What follows belongs to an exercise in optimizing a design on an open flow for a short achievable clock period, few clock cycles per item and low power; a production flow would make more cautious choices.
At most, simulation tests tie the RTL to the original design; equivalence was not proved.
For run 2, only the layout was checked, not whether the RTL still works.
Power figures rest on the tool's default switching activity, not on a simulated workload.

==> flow/design.v, too long to show whole: its modules and the start of the top module <==
// module fp_round: 91 lines
// module fmul_pipe: 2362 lines
module fmul_pipe
#(
    parameter int EXP   = 8,
    parameter int FRAC  = 23,
    parameter int WIDTH = EXP + FRAC + 1
) (
    input  logic              clk,
    input  logic              rst,
    input  logic              in_valid,
    output logic              in_ready,
    input  logic [WIDTH-1:0]  a,
    input  logic [WIDTH-1:0]  b,
    input  logic [1:0]        round_mode,
    output logic              out_valid,
    input  logic              out_ready,
    output logic [WIDTH-1:0]  r,
    output logic [NFLAGS-1:0] flags
);
  // ...
==> flow/run.sh <==
#!/bin/bash
# synth_recipe.tcl (not shown) runs the flow's synth.tcl, then flattens the netlist and writes it again
# the make line also repeats each setting of config.mk as NAME=value (left out here)
make -C /OpenROAD-flow-scripts/flow DESIGN_CONFIG=/design/flow/config.mk WORK_HOME=/design/flow/orfs CLKGATE_MAP_FILE= SYNTH_SCRIPT=/design/flow/synth_recipe.tcl finish
==> flow/config.mk <==
export PLATFORM = sky130hd
export DESIGN_NAME = fmul_pipe
export DESIGN_NICKNAME = fmul_pipe
export VERILOG_FILES = /design/flow/design.v
export SDC_FILE = /design/flow/constraint.sdc
export NUM_CORES = 4
export LEC_CHECK = 0
export CAP_MARGIN = 20
export CORE_MARGIN = 2
export CORE_UTILIZATION = 40
export SETUP_SLACK_MARGIN = 4.3
export SLEW_MARGIN = 20
==> flow/constraint.sdc <==
create_clock -name core_clock -period 8.0 [get_ports {clk}]
set_input_delay 1.6000 -clock core_clock [delete_from_list [all_inputs] [get_ports {clk}]]
set_output_delay 1.6000 -clock core_clock [all_outputs]
set_load 0.01 [all_outputs]
==> flow_summary.json, run 1 <==
{
  "clock_sinks": 464,
  "peakVddDrop_uv": 228,
  "critPathArrivalTime_ns": 4.27,
  "synthCells": 3346,
  "grt_pass1_wl_mm": 150,
  "crit_family": "adder cells",
  "yosys-top-cells-area": "fa_1 29%, edfxtp_1 15%, dfxtp_1 15%, and2_1 6.0%, inv_1 5.7%",
  "slew_violations": 0,
  "ys_ff_latch": 464,
  "firstDrtPassIters": 9,
  "timing.final.ws_setup_ns": 4.20,
  "status": "complete, no violations",
  "critical_path.n_buffers_inverters": 5,
  "coreArea_um2": 86800,
  "largest_registers": "bq x144, h_q x36, p_F x27",
  "min_path_cells": 0,
  "crit_cells": 12,
  "fin_util_pct": 47.7,
  "grt_max_degree": 40,
  "total_power_mw": 13.4,
  "wl_met3_mm": 6.38,
  "max_freq_ghz": 0.263,
  "r2r-end": "qC_24_1",
  "final.setup_skew_ns": 0.0539,
  "regMostFlops": "bq",
  "synthSimpleGateAreaFrac_pct": 13.8,
  "drc": 0,
  "num-fill-cells": 7973
}
Testbench counts, summed over its fixed seeds: cycles 32,032, items 32,000.
==> run 2: changes to the inputs <==
--- a/flow/design.v
+++ b/flow/design.v
@@ -2093,317 +2093,18 @@
     assign row0[44] = t1008;
     assign row1[44] = t1009;
     assign row0[45] = t1010;
     assign row1[45] = t1011;
     assign row0[46] = t1012;
     assign row1[46] = 1'b1;
     assign row0[47] = 1'b0;
     assign row1[47] = 1'b0;
-    logic [47:0] bg0, bp0;
-    assign bg0 = row0 & row1;
-    assign bp0 = row0 ^ row1;
-    logic bkg1, bkp1;
-    assign bkg1 = bg0[1] | (bp0[1] & bg0[0]);
-    assign bkp1 = bp0[1] & bp0[0];
-    logic bkg2, bkp2;
-    assign bkg2 = bg0[3] | (bp0[3] & bg0[2]);
-    assign bkp2 = bp0[3] & bp0[2];
-    logic bkg3, bkp3;
-    assign bkg3 = bg0[5] | (bp0[5] & bg0[4]);
-    assign bkp3 = bp0[5] & bp0[4];
-    logic bkg4, bkp4;
-    assign bkg4 = bg0[7] | (bp0[7] & bg0[6]);
-    assign bkp4 = bp0[7] & bp0[6];
-    logic bkg5, bkp5;
-    assign bkg5 = bg0[9] | (bp0[9] & bg0[8]);
-    assign bkp5 = bp0[9] & bp0[8];
-    logic bkg6, bkp6;
-    assign bkg6 = bg0[11] | (bp0[11] & bg0[10]);
-    assign bkp6 = bp0[11] & bp0[10];
-    logic bkg7, bkp7;
-    assign bkg7 = bg0[13] | (bp0[13] & bg0[12]);
-    assign bkp7 = bp0[13] & bp0[12];
-    logic bkg8, bkp8;
-    assign bkg8 = bg0[15] | (bp0[15] & bg0[14]);
-    assign bkp8 = bp0[15] & bp0[14];
-    logic bkg9, bkp9;
-    assign bkg9 = bg0[17] | (bp0[17] & bg0[16]);
-    assign bkp9 = bp0[17] & bp0[16];
-    logic bkg10, bkp10;
-    assign bkg10 = bg0[19] | (bp0[19] & bg0[18]);
-    assign bkp10 = bp0[19] & bp0[18];
-    logic bkg11, bkp11;
-    assign bkg11 = bg0[21] | (bp0[21] & bg0[20]);
-    assign bkp11 = bp0[21] & bp0[20];
-    logic bkg12, bkp12;
-    assign bkg12 = bg0[23] | (bp0[23] & bg0[22]);
-    assign bkp12 = bp0[23] & bp0[22];
-    logic bkg13, bkp13;
-    assign bkg13 = bg0[25] | (bp0[25] & bg0[24]);
-    assign bkp13 = bp0[25] & bp0[24];
-    logic bkg14, bkp14;
-    assign bkg14 = bg0[27] | (bp0[27] & bg0[26]);
-    assign bkp14 = bp0[27] & bp0[26];
-    logic bkg15, bkp15;
-    assign bkg15 = bg0[29] | (bp0[29] & bg0[28]);
-    assign bkp15 = bp0[29] & bp0[28];
-    logic bkg16, bkp16;
-    assign bkg16 = bg0[31] | (bp0[31] & bg0[30]);
-    assign bkp16 = bp0[31] & bp0[30];
-    logic bkg17, bkp17;
-    assign bkg17 = bg0[33] | (bp0[33] & bg0[32]);
-    assign bkp17 = bp0[33] & bp0[32];
-    logic bkg18, bkp18;
-    assign bkg18 = bg0[35] | (bp0[35] & bg0[34]);
-    assign bkp18 = bp0[35] & bp0[34];
-    logic bkg19, bkp19;
-    assign bkg19 = bg0[37] | (bp0[37] & bg0[36]);
-    assign bkp19 = bp0[37] & bp0[36];
-    logic bkg20, bkp20;
-    assign bkg20 = bg0[39] | (bp0[39] & bg0[38]);
-    assign bkp20 = bp0[39] & bp0[38];
-    logic bkg21, bkp21;
-    assign bkg21 = bg0[41] | (bp0[41] & bg0[40]);
-    assign bkp21 = bp0[41] & bp0[40];
-    logic bkg22, bkp22;
-    assign bkg22 = bg0[43] | (bp0[43] & bg0[42]);
-    assign bkp22 = bp0[43] & bp0[42];
-    logic bkg23, bkp23;
-    assign bkg23 = bg0[45] | (bp0[45] & bg0[44]);
-    assign bkp23 = bp0[45] & bp0[44];
-    logic bkg24, bkp24;
-    assign bkg24 = bkg2 | (bkp2 & bkg1);
-    assign bkp24 = bkp2 & bkp1;
-    logic bkg25, bkp25;
-    assign bkg25 = bkg4 | (bkp4 & bkg3);
-    assign bkp25 = bkp4 & bkp3;
-    logic bkg26, bkp26;
-    assign bkg26 = bkg6 | (bkp6 & bkg5);
-    assign bkp26 = bkp6 & bkp5;
-    logic bkg27, bkp27;
-    assign bkg27 = bkg8 | (bkp8 & bkg7);
-    assign bkp27 = bkp8 & bkp7;
-    logic bkg28, bkp28;
-    assign bkg28 = bkg10 | (bkp10 & bkg9);
-    assign bkp28 = bkp10 & bkp9;
-    logic bkg29, bkp29;
-    assign bkg29 = bkg12 | (bkp12 & bkg11);
-    assign bkp29 = bkp12 & bkp11;
-    logic bkg30, bkp30;
-    assign bkg30 = bkg14 | (bkp14 & bkg13);
-    assign bkp30 = bkp14 & bkp13;
-    logic bkg31, bkp31;
-    assign bkg31 = bkg16 | (bkp16 & bkg15);
-    assign bkp31 = bkp16 & bkp15;
-    logic bkg32, bkp32;
-    assign bkg32 = bkg18 | (bkp18 & bkg17);
-    assign bkp32 = bkp18 & bkp17;
-    logic bkg33, bkp33;
-    assign bkg33 = bkg20 | (bkp20 & bkg19);
-    assign bkp33 = bkp20 & bkp19;
-    logic bkg34, bkp34;
-    assign bkg34 = bkg22 | (bkp22 & bkg21);
-    assign bkp34 = bkp22 & bkp21;
-    logic bkg35, bkp35;
-    assign bkg35 = bkg25 | (bkp25 & bkg24);
-    assign bkp35 = bkp25 & bkp24;
-    logic bkg36, bkp36;
-    assign bkg36 = bkg27 | (bkp27 & bkg26);
-    assign bkp36 = bkp27 & bkp26;
-    logic bkg37, bkp37;
-    assign bkg37 = bkg29 | (bkp29 & bkg28);
-    assign bkp37 = bkp29 & bkp28;
-    logic bkg38, bkp38;
-    assign bkg38 = bkg31 | (bkp31 & bkg30);
-    assign bkp38 = bkp31 & bkp30;
-    logic bkg39, bkp39;
-    assign bkg39 = bkg33 | (bkp33 & bkg32);
-    assign bkp39 = bkp33 & bkp32;
-    logic bkg40, bkp40;
-    assign bkg40 = bkg36 | (bkp36 & bkg35);
-    assign bkp40 = bkp36 & bkp35;
-    logic bkg41, bkp41;
-    assign bkg41 = bkg38 | (bkp38 & bkg37);
-    assign bkp41 = bkp38 & bkp37;
-    logic bkg42, bkp42;
-    assign bkg42 = bkg41 | (bkp41 & bkg40);
-    assign bkp42 = bkp41 & bkp40;
-    logic bkg43, bkp43;
-    assign bkg43 = bkg37 | (bkp37 & bkg40);
-    assign bkp43 = bkp37 & bkp40;
-    logic bkg44, bkp44;
-    assign bkg44 = bkg39 | (bkp39 & bkg42);
-    assign bkp44 = bkp39 & bkp42;
-    logic bkg45, bkp45;
-    assign bkg45 = bkg26 | (bkp26 & bkg35);
-    assign bkp45 = bkp26 & bkp35;
-    logic bkg46, bkp46;
-    assign bkg46 = bkg28 | (bkp28 & bkg40);
-    assign bkp46 = bkp28 & bkp40;
-    logic bkg47, bkp47;
-    assign bkg47 = bkg30 | (bkp30 & bkg43);
-    assign bkp47 = bkp30 & bkp43;
-    logic bkg48, bkp48;
-    assign bkg48 = bkg32 | (bkp32 & bkg42);
-    assign bkp48 = bkp32 & bkp42;
-    logic bkg49, bkp49;
-    assign bkg49 = bkg34 | (bkp34 & bkg44);
-    assign bkp49 = bkp34 & bkp44;
-    logic bkg50, bkp50;
-    assign bkg50 = bkg3 | (bkp3 & bkg24);
-    assign bkp50 = bkp3 & bkp24;
-    logic bkg51, bkp51;
-    assign bkg51 = bkg5 | (bkp5 & bkg35);
-    assign bkp51 = bkp5 & bkp35;
-    logic bkg52, bkp52;
-    assign bkg52 = bkg7 | (bkp7 & bkg45);
-    assign bkp52 = bkp7 & bkp45;
-    logic bkg53, bkp53;
-    assign bkg53 = bkg9 | (bkp9 & bkg40);
-    assign bkp53 = bkp9 & bkp40;
-    logic bkg54, bkp54;
-    assign bkg54 = bkg11 | (bkp11 & bkg46);
-    assign bkp54 = bkp11 & bkp46;
-    logic bkg55, bkp55;
-    assign bkg55 = bkg13 | (bkp13 & bkg43);
-    assign bkp55 = bkp13 & bkp43;
-    logic bkg56, bkp56;
-    assign bkg56 = bkg15 | (bkp15 & bkg47);
-    assign bkp56 = bkp15 & bkp47;
-    logic bkg57, bkp57;
-    assign bkg57 = bkg17 | (bkp17 & bkg42);
-    assign bkp57 = bkp17 & bkp42;
-    logic bkg58, bkp58;
-    assign bkg58 = bkg19 | (bkp19 & bkg48);
-    assign bkp58 = bkp19 & bkp48;
-    logic bkg59, bkp59;
-    assign bkg59 = bkg21 | (bkp21 & bkg44);
-    assign bkp59 = bkp21 & bkp44;
-    logic bkg60, bkp60;
-    assign bkg60 = bkg23 | (bkp23 & bkg49);
-    assign bkp60 = bkp23 & bkp49;
-    logic bkg61, bkp61;
-    assign bkg61 = bg0[2] | (bp0[2] & bkg1);
-    assign bkp61 = bp0[2] & bkp1;
-    logic bkg62, bkp62;
-    assign bkg62 = bg0[4] | (bp0[4] & bkg24);
-    assign bkp62 = bp0[4] & bkp24;
-    logic bkg63, bkp63;
-    assign bkg63 = bg0[6] | (bp0[6] & bkg50);
-    assign bkp63 = bp0[6] & bkp50;
-    logic bkg64, bkp64;
-    assign bkg64 = bg0[8] | (bp0[8] & bkg35);
-    assign bkp64 = bp0[8] & bkp35;
-    logic bkg65, bkp65;
-    assign bkg65 = bg0[10] | (bp0[10] & bkg51);
-    assign bkp65 = bp0[10] & bkp51;
-    logic bkg66, bkp66;
-    assign bkg66 = bg0[12] | (bp0[12] & bkg45);
-    assign bkp66 = bp0[12] & bkp45;
-    logic bkg67, bkp67;
-    assign bkg67 = bg0[14] | (bp0[14] & bkg52);
-    assign bkp67 = bp0[14] & bkp52;
-    logic bkg68, bkp68;
-    assign bkg68 = bg0[16] | (bp0[16] & bkg40);
-    assign bkp68 = bp0[16] & bkp40;
-    logic bkg69, bkp69;
-    assign bkg69 = bg0[18] | (bp0[18] & bkg53);
-    assign bkp69 = bp0[18] & bkp53;
-    logic bkg70, bkp70;
-    assign bkg70 = bg0[20] | (bp0[20] & bkg46);
-    assign bkp70 = bp0[20] & bkp46;
-    logic bkg71, bkp71;
-    assign bkg71 = bg0[22] | (bp0[22] & bkg54);
-    assign bkp71 = bp0[22] & bkp54;
-    logic bkg72, bkp72;
-    assign bkg72 = bg0[24] | (bp0[24] & bkg43);
-    assign bkp72 = bp0[24] & bkp43;
-    logic bkg73, bkp73;
-    assign bkg73 = bg0[26] | (bp0[26] & bkg55);
-    assign bkp73 = bp0[26] & bkp55;
-    logic bkg74, bkp74;
-    assign bkg74 = bg0[28] | (bp0[28] & bkg47);
-    assign bkp74 = bp0[28] & bkp47;
-    logic bkg75, bkp75;
-    assign bkg75 = bg0[30] | (bp0[30] & bkg56);
-    assign bkp75 = bp0[30] & bkp56;
-    logic bkg76, bkp76;
-    assign bkg76 = bg0[32] | (bp0[32] & bkg42);
-    assign bkp76 = bp0[32] & bkp42;
-    logic bkg77, bkp77;
-    assign bkg77 = bg0[34] | (bp0[34] & bkg57);
-    assign bkp77 = bp0[34] & bkp57;
-    logic bkg78, bkp78;
-    assign bkg78 = bg0[36] | (bp0[36] & bkg48);
-    assign bkp78 = bp0[36] & bkp48;
-    logic bkg79, bkp79;
-    assign bkg79 = bg0[38] | (bp0[38] & bkg58);
-    assign bkp79 = bp0[38] & bkp58;
-    logic bkg80, bkp80;
-    assign bkg80 = bg0[40] | (bp0[40] & bkg44);
-    assign bkp80 = bp0[40] & bkp44;
-    logic bkg81, bkp81;
-    assign bkg81 = bg0[42] | (bp0[42] & bkg59);
-    assign bkp81 = bp0[42] & bkp59;
-    logic bkg82, bkp82;
-    assign bkg82 = bg0[44] | (bp0[44] & bkg49);
-    assign bkp82 = bp0[44] & bkp49;
-    logic bkg83, bkp83;
-    assign bkg83 = bg0[46] | (bp0[46] & bkg60);
-    assign bkp83 = bp0[46] & bkp60;
     logic [47:0] prod;
-    assign prod[21] = bp0[21] ^ bkg70;
-    assign prod[22] = bp0[22] ^ bkg54;
-    assign prod[23] = bp0[23] ^ bkg71;
-    assign prod[24] = bp0[24] ^ bkg43;
-    assign prod[25] = bp0[25] ^ bkg72;
-    assign prod[26] = bp0[26] ^ bkg55;
-    assign prod[27] = bp0[27] ^ bkg73;
-    assign prod[28] = bp0[28] ^ bkg47;
-    assign prod[29] = bp0[29] ^ bkg74;
-    assign prod[30] = bp0[30] ^ bkg56;
-    assign prod[31] = bp0[31] ^ bkg75;
-    assign prod[32] = bp0[32] ^ bkg42;
-    assign prod[33] = bp0[33] ^ bkg76;
-    assign prod[34] = bp0[34] ^ bkg57;
-    assign prod[35] = bp0[35] ^ bkg77;
-    assign prod[36] = bp0[36] ^ bkg48;
-    assign prod[37] = bp0[37] ^ bkg78;
-    assign prod[38] = bp0[38] ^ bkg58;
-    assign prod[39] = bp0[39] ^ bkg79;
-    assign prod[40] = bp0[40] ^ bkg44;
-    assign prod[41] = bp0[41] ^ bkg80;
-    assign prod[42] = bp0[42] ^ bkg59;
-    assign prod[43] = bp0[43] ^ bkg81;
-    assign prod[44] = bp0[44] ^ bkg49;
-    assign prod[45] = bp0[45] ^ bkg82;
-    assign prod[46] = bp0[46] ^ bkg60;
-    assign prod[47] = bp0[47] ^ bkg83;
-    assign prod[0] = 1'b0;
-    assign prod[1] = 1'b0;
-    assign prod[2] = 1'b0;
-    assign prod[3] = 1'b0;
-    assign prod[4] = 1'b0;
-    assign prod[5] = 1'b0;
-    assign prod[6] = 1'b0;
-    assign prod[7] = 1'b0;
-    assign prod[8] = 1'b0;
-    assign prod[9] = 1'b0;
-    assign prod[10] = 1'b0;
-    assign prod[11] = 1'b0;
-    assign prod[12] = 1'b0;
-    assign prod[13] = 1'b0;
-    assign prod[14] = 1'b0;
-    assign prod[15] = 1'b0;
-    assign prod[16] = 1'b0;
-    assign prod[17] = 1'b0;
-    assign prod[18] = 1'b0;
-    assign prod[19] = 1'b0;
-    assign prod[20] = 1'b0;
+    assign prod = row0 + row1;
     logic [20:0] zx, zo;
     assign zx = row0[20:0] ^ row1[20:0];
     assign zo = {row0[19:0] | row1[19:0], 1'b0};
     logic v2;
     always_ff @(posedge clk or posedge rst)
         if (rst) v2 <= 1'b0;
         else v2 <= v1;
     logic sgn_F;
==> run 2 against run 1 <==
  * First-iteration DRC count fell by 12%
  * Critical path depth is 1 higher
  * Combinational power rose by 7.1%
  * Core utilization rose by 0.12 points
  * Clock skew shrank 0.036 ns
  * Power increased by 4.2%
  * Sequential power barely moved
  * Fmax fell by 1.7%
  * Clock power barely moved
  * Setup slack lost 0.064 ns
  * Non-clock buffer count increased by 10
==> flow_summary.json, run 2 <==
{
  "yosys-top-cells-count": "535 x inv_1, 491 x fa_1, 331 x and2_1, 295 x nand2_1, 267 x dfxtp_1",
  "grt_pass1_vias": 25900,
  "power_leakage_nw": 18.0,
  "cts_tree": "done",
  "drc": 0,
  "synthesis.nets": 4162,
  "coreArea_um2": 88000,
  "regMostFlops": "bq",
  "timing.final.ws_setup_ns": 4.14,
  "grt_usage_pct": 21.6,
  "grt_max_degree": 59,
  "cp.required_ns": 8.50,
  "via_per_inst": 5.18,
  "cts_hold_repair.buffers": 0,
  "total_power_mw": 13.9,
  "dieWidth_um": 301,
  "yosysTopAreaCell": "fa_1",
  "final_common_cell": "inv_1",
  "peakVddDrop_uv": 251,
  "power.density_nw_per_um2": 331,
  "min_path_cells": 0,
  "rsz0062_at_grt": "yes",
  "netlist_area_um2": 35400,
  "largest_reg_flops": 144,
  "whs_endpoint": "e0_F[6]",
  "worstSetupPathType": "reg2reg",
  "synth_edf_count": 180,
  "status": "complete, no violations",
  "max_freq_ghz": 0.259,
  "hold_viol": 0,
  "diodes": 0,
  "critical_path.n_buffers_inverters": 6,
  "synthArstFlopShare_pct": 3.66,
  "cts_max_path_buffers": 3,
  "rows": 109,
  "synth_cell_types": 89,
  "port_buffers": 107,
  "synth.yosys.warnings": 3,
  "ys_ff_latch": 464,
  "yosys-top-cells-area": "fa_1 28%, edfxtp_1 15%, dfxtp_1 15%, and2_1 5.9%, inv_1 5.7%",
  "start_util_pct": 40.2,
  "syn_to_final_growth_pct": 18.9,
  "period_share_pct": 48.3,
  "critPathLaunchType": "register",
  "drt_wl_total_mm": 96.9,
  "tns_ns": 0,
  "syn_avg_cell_area_um2": 10.2,
  "crit_family": "adder cells",
  "fin_hold_ws_ns": 0.325,
  "vias": 25000,
  "rr_worst_depth": 13,
  "dp_hpwl_mm": 64.4,
  "dieHeight_um": 301,
  "numCtsBuffers": 51,
  "clkTransAtPathRegs_ns": 0.06,
  "final.setup_skew_ns": 0.0179,
  "synth_most_common_cell": "inv_1",
  "worstPathMaxFanout": 5,
  "drive_above_1_share_pct": 14.8,
  "critPathMaxStageDelay_ns": 0.53,
  "firstDrtPassIters": 7,
  "num_io_pins": 109,
  "clock_sinks": 464,
  "period_minus_slack_ns": 3.86,
  "slew_violations": 0,
  "pre_cts_slack_ns": 2.69,
  "num-fill-cells": 8091,
  "crit_path_end_kind": "register",
  "synth_ff_type": "dfxtp_1",
  "die-area_um2": 90900,
  "synthCells": 3463,
  "regToRegStartpoint": "xa_B[8]",
  "hold_path_class": "reg2reg",
  "final_cell_mix": "496 x inv_1, 438 x fa_1, 328 x and2_1",
  "grt_pass1_wl_mm": 151,
  "r2r_setup_slack_ns": 4.14,
  "r2r-end": "qC_27_1",
  "critPathArrivalTime_ns": 4.36,
  "root_buffer": "clkbuf_16",
  "largest_registers": "bq x144, h_q x36, p_F x27",
  "antenna_found_initial": 6,
  "worst_pin_slew_ns": 0.949,
  "hp-start": "e0_C[6]",
  "slowest_stage": "fa_1",
  "cpMostUsedCell": "fa_1",
  "crit_chain": "buf_12, clkinvlp_4, nor2_4, fa_1, fa_1, inv_1, fa_2, inv_2, fa_2, inv_2, fa_1, inv_2, fa_1",
  "htree_num_levels": 2,
  "seq_area_frac_synth_pct": 31.6,
  "finalNetCount": 4318,
  "grt_overflow": 0,
  "gp_congestion": 0.856,
  "post_drt_wl_per_cell_um": 20.1,
  "cap_violations": 0,
  "slew_headroom_pct": 36.7,
  "initialDrtViolationCount": 1525,
  "synth_top_area_share_pct": 27.8,
  "clk_latency_ns": 0.62,
  "finalSetupViolCount": 0,
  "postRouteAntennaNets": 0
}
run 2: repair_timing:
action | CTS | global route
pin swaps | 71 | 55
resized for setup | 271 | 158
hold endpoints to repair | 0 | 0
gates cloned | 18 | 1
setup endpoints to repair | 253 | 183
setup buffers | 80 | 11
run 2: layout make-up:
| class | instances | area, um^2 | share of cell area [%] |
|---|---|---|---|
| multi-input combinational | 2286 | 22300 | 53.1 |
| sequential | 464 | 11300 | 26.7 |
| timing repair buffer | 275 | 3140 | 7.46 |
| inverter | 541 | 2100 | 4.99 |
| clock buffer | 72 | 1490 | 3.54 |
| tap | 1165 | 1460 | 3.47 |
| clock inverter | 23 | 292 | 0.693 |
run 2: logic make-up after synthesis:
logic type / Yosys count / synth area share (%)
flip-flops: 464 / 31.6
other: 1 / 0.0106
AO/OA/AOI/OAI: 422 / 8.09
buffers and inverters: 715 / 7.80
adder cells (fa/ha/maj): 629 / 32.7
AND/OR/NAND/NOR: 1048 / 14.9
XOR/XNOR: 93 / 2.30
multiplexers: 91 / 2.63
run 2: worst max path at each step:
stage / start / end / slack, ns / cells after the start
after global routing: xa_B[8] / qC_26_1 / 4.06 / 13
after floorplan: b[26] / xb_B[17] / 4.08 / 11
after global placement: b[3] / xb_B[17] / 2.67 / 11
after CTS: xa_B[4] / qC_24_1 / 4.17 / 13
final: xa_B[8] / qC_27_1 / 4.14 / 13
after detailed placement: b[3] / xb_B[17] / 2.69 / 11
run 2: stage by stage:
step | std cells | cell area [um^2] | utilization [%]
3_5_place_dp | 4621 | 37800 | 43.0
2_1_floorplan | 3463 | 35600 | -
4_1_cts | 4814 | 41600 | 47.3
6_report | 4826 | 42100 | 47.8
3_3_place_gp | 4621 | 37800 | 43.0
5_1_grt | 4826 | 42100 | 47.8
run 2: per-layer routing:
layer	part of all wire [%]	vias to the layer above	global-route usage, %	wire length, um
met5	0.013	-	0	13
met4	4.0	2	8.13	3830
met3	5.8	218	3.36	5630
met2	48	767	36.4	46700
met1	42	12600	28.2	40700
li1	-	11400	-	-
run 2: report_power, final:
group          leakage (nW)  switching (mW)  internal (mW)
clock                 0.863           0.994           1.44
sequential             4.15           0.415           3.40
combinational          13.0            4.43           3.22

==> separate check: timing with driven ports <==
In the flow no input, the clock included, has a driving cell. The finished layouts below were timed again as built, in two steps.
Step 1: set_driving_cell puts a clkbuf_16 on clk and a buf_2 on each other input, an assumption about the parent block.
Step 2 times the ports against the registers' clock, not the clock port: input delays grow and output delays shrink by t, the midpoint of the rising clock arrivals with the driver on.
a / b / c = ideal / step 1 / step 2; a / b = the first two.
run | t, ns | setup slack, ns | cell pins on the clock port's net
run 1 | 0.678 | 4.200 / 4.200 / 3.668 | 1
run 2 | 0.681 | 4.136 / 4.136 / 3.695 | 1
After both steps setup and hold are still met in every run listed. For run 1, which loses most, drivers alone change the setup slack by 0.000 ns; drivers and shift together by -0.532 ns.
